This is an optimization exercise on Yosys and OpenROAD, whose aim is small area, not a production implementation.
Where RTL was checked, it was by simulation tests only, not by an equivalence proof against the original.
No activity file was given, so power comes from the tool's default toggle rates.

// lcd_frame_refresh
module lcd_frame_refresh #(
    parameter int unsigned ROWS        = 4,
    parameter int unsigned COLS        = 20,
    parameter int unsigned POWERUP_CYC = 40_000,
    parameter int unsigned SETUP_CYC   = 4,
    parameter int unsigned E_HIGH_CYC  = 25,
    parameter int unsigned CMD_CYC     = 200,
    parameter int unsigned LONG_CYC    = 4_000,
    localparam int unsigned NCHR       = ROWS * COLS,
    localparam int unsigned AW         = $clog2(NCHR + 1)
) (
    input  logic          clk,
    input  logic          rst,
    input  logic          wr_en,
    input  logic [AW-1:0] wr_addr,
    input  logic [7:0]    wr_data,
    output logic          lcd_rs,
    output logic          lcd_rw,
    output logic          lcd_e,
    output logic [7:0]    lcd_data,
    output logic          init_done,
    output logic          frame_done
);
For scale: about 1800 cells after synthesis, ~31 I/O pins.
Settings: LEC_CHECK=0, CAP_MARGIN=0, CORE_MARGIN=2, CORE_UTILIZATION=80, CTS_BUF_LIST=sky130_fd_sc_hd__clkbuf_16, CTS_CLUSTER_DIAMETER=80, CTS_CLUSTER_SIZE=30, PLACE_DENSITY=0.88, SLEW_MARGIN=0, SYNTH_HIERARCHICAL=1, SYNTH_MINIMUM_KEEP_SIZE=0; clock period 10.0 ns.
standard.sh (not shown) runs the stock make flow with config.mk's settings and CLKGATE_MAP_FILE= SYNTH_SCRIPT=/design/flow/synth_recipe.tcl, a recipe that flattens the netlist after the stock synthesis.
==> flow/flow/run.sh <==
#!/bin/bash
# Own layout flow: the standard ORFS flow (standard.sh, unchanged synthesis), with
# smaller port buffers and clock tree synthesis without dummy loads. The make output goes
# to standard.log; ORFS writes each step's full log under orfs/logs/.
set -euo pipefail
cd "$(dirname "$0")/.."
export BUFFER_PORTS_ARGS="-buffer_cell sky130_fd_sc_hd__buf_1"
export CTS_ARGS="-sink_clustering_enable -repair_clock_nets -sink_clustering_size 18 -sink_clustering_max_diameter 60 -buf_list sky130_fd_sc_hd__clkbuf_8 -dont_use_dummy_load"

bash standard.sh > standard.log 2>&1
Then changed:
--- a/flow/design.v
+++ b/flow/design.v
@@ -71,33 +71,29 @@
     logic row_end, last_chr;
     always_comb begin
         row_end = 1'b0;
         for (int r = 0; r < int'(ROWS); r++)
             if (nidx_q == AW'(r * COLS)) row_end = 1'b1;
     end
     assign last_chr = (nidx_q == '0);
-    logic pu_launch, init_step, init_next, init_end, addr0_launch, char_done;
-    logic addr_row_launch, char_launch, addr_launch, launch, nidx_inc;
-    assign pu_launch       = powerup && q_zero && reached(cnt_q, PU_K);
-    assign init_step       = in_init && done_c;
-    assign init_next       = init_step && (step != 3'd7);
-    assign init_end        = init_step && (step == 3'd7);
-    assign addr0_launch    = idle && dirty_q;
-    assign char_done       = xfer_char && done_c;
-    assign addr_row_launch = char_done && row_end && !last_chr;
-    assign char_launch     = (xfer_addr && done_c) || (char_done && !row_end);
-    assign addr_launch     = addr0_launch || addr_row_launch;
-    assign launch          = pu_launch || init_next || addr_launch || char_launch;
-    assign nidx_inc        = init_step || char_launch;
+    logic pu_launch, init_end, frame_end, addr0_launch, launch, is_char, char_launch;
+    assign pu_launch    = powerup && q_zero && reached(cnt_q, PU_K);
+    assign init_end     = in_init && done_c && (step == 3'd7);
+    assign frame_end    = xfer_char && done_c && last_chr;
+    assign addr0_launch = idle && dirty_q;
+    assign launch       = pu_launch || addr0_launch || (done_c && !init_end && !frame_end);
+    assign is_char      = busy_q && !(rs_q && row_end);
+    assign char_launch  = launch && init_done_q && is_char;
+    logic nidx_inc;
+    assign nidx_inc = (in_init && done_c) || char_launch;
     logic [7:0] l_byte;
     always_comb begin
-        if (char_launch)      l_byte = hold_q;
-        else if (addr_launch) l_byte = {1'b1, nidx_q[2], 1'b0, nidx_q[5], 1'b0, nidx_q[5], 2'b00};
-        else if (pu_launch)   l_byte = init_byte(3'd0);
-        else                  l_byte = init_byte(step + 3'd1);
+        if (!init_done_q) l_byte = init_byte(step + 3'd1);
+        else if (is_char) l_byte = hold_q;
+        else              l_byte = {1'b1, nidx_q[2], 1'b0, nidx_q[5], 1'b0, nidx_q[5], 2'b00};
     end
     always_ff @(posedge clk) begin
         if (rst) begin
             cnt_q   <= '0;
             q_q     <= 4'(Q_RST);
             nidx_q  <= AW'(N_RST);
             busy_q  <= 1'b0;
@@ -119,19 +115,18 @@
             init_done_q  <= 1'b0;
             frame_done_q <= 1'b0;
         end else begin
             if (launch) begin
                 rs_q   <= char_launch;
                 data_q <= l_byte;
             end
-            e_q          <= launch ? 1'b0
-                          : e_q ? !reached(cnt_q, E_OFF)
+            e_q          <= e_q ? !reached(cnt_q, E_OFF)
                           : (busy_q && cnt_q == CNT_W'(E_ON));
             init_done_q  <= init_done_q || init_end;
-            frame_done_q <= char_done && last_chr;
+            frame_done_q <= frame_end;
         end
     end
     logic [3:0] wslot;
     assign wslot = wr_addr[3:0] - q_q;
     logic [NRING-1:0] sel_hi;
     logic [RL-1:0]    sel_lo;
     always_comb begin
=> Final area barely changes; power hardly moves; critical path depth does not change; routed wire length goes down by 1.8%; utilization stays flat; global-route usage went down by 0.26 points; clock skew went down by 0.036 ns; setup slack gains 0.053 ns; worst hold slack gets better by 0.017 ns; non-clock buffer count came out higher by 5; maximum frequency is higher by 1.1%; synthesized cell count came out lower by 1.6%; via count goes down by 1.7%; area after synthesis barely changes.
Function not checked in the second run of this note: the RTL went through the layout flow alone.

## separate check: timing with driven ports
No port has a modelled driver above. Below, the same layouts with a new extraction and two added sets of constraints. Step 1, drivers: a clkbuf_16 drives clk and a buf_2 each remaining input, both assumed. Step 2 moves the port delays by t, midway between the first and last clock arrival at a register: inputs arrive t later, outputs are due t later. That takes back most of the time a late clock gives input paths. a / b / c = ideal / step 1 / step 2; a / b = the first two.
run	shift t [ns]	setup slack, ns	slew at the worst register clock pin (ns)
the first run	0.628	5.175 / 5.196 / 4.568	0.12 / 0.12
the second run	0.629	5.228 / 5.249 / 4.620	0.11 / 0.11
After both steps every run listed still meets setup and hold. The setup slack of the second run, which loses most, moves by +0.021 ns with the drivers and by -0.608 ns with both steps.
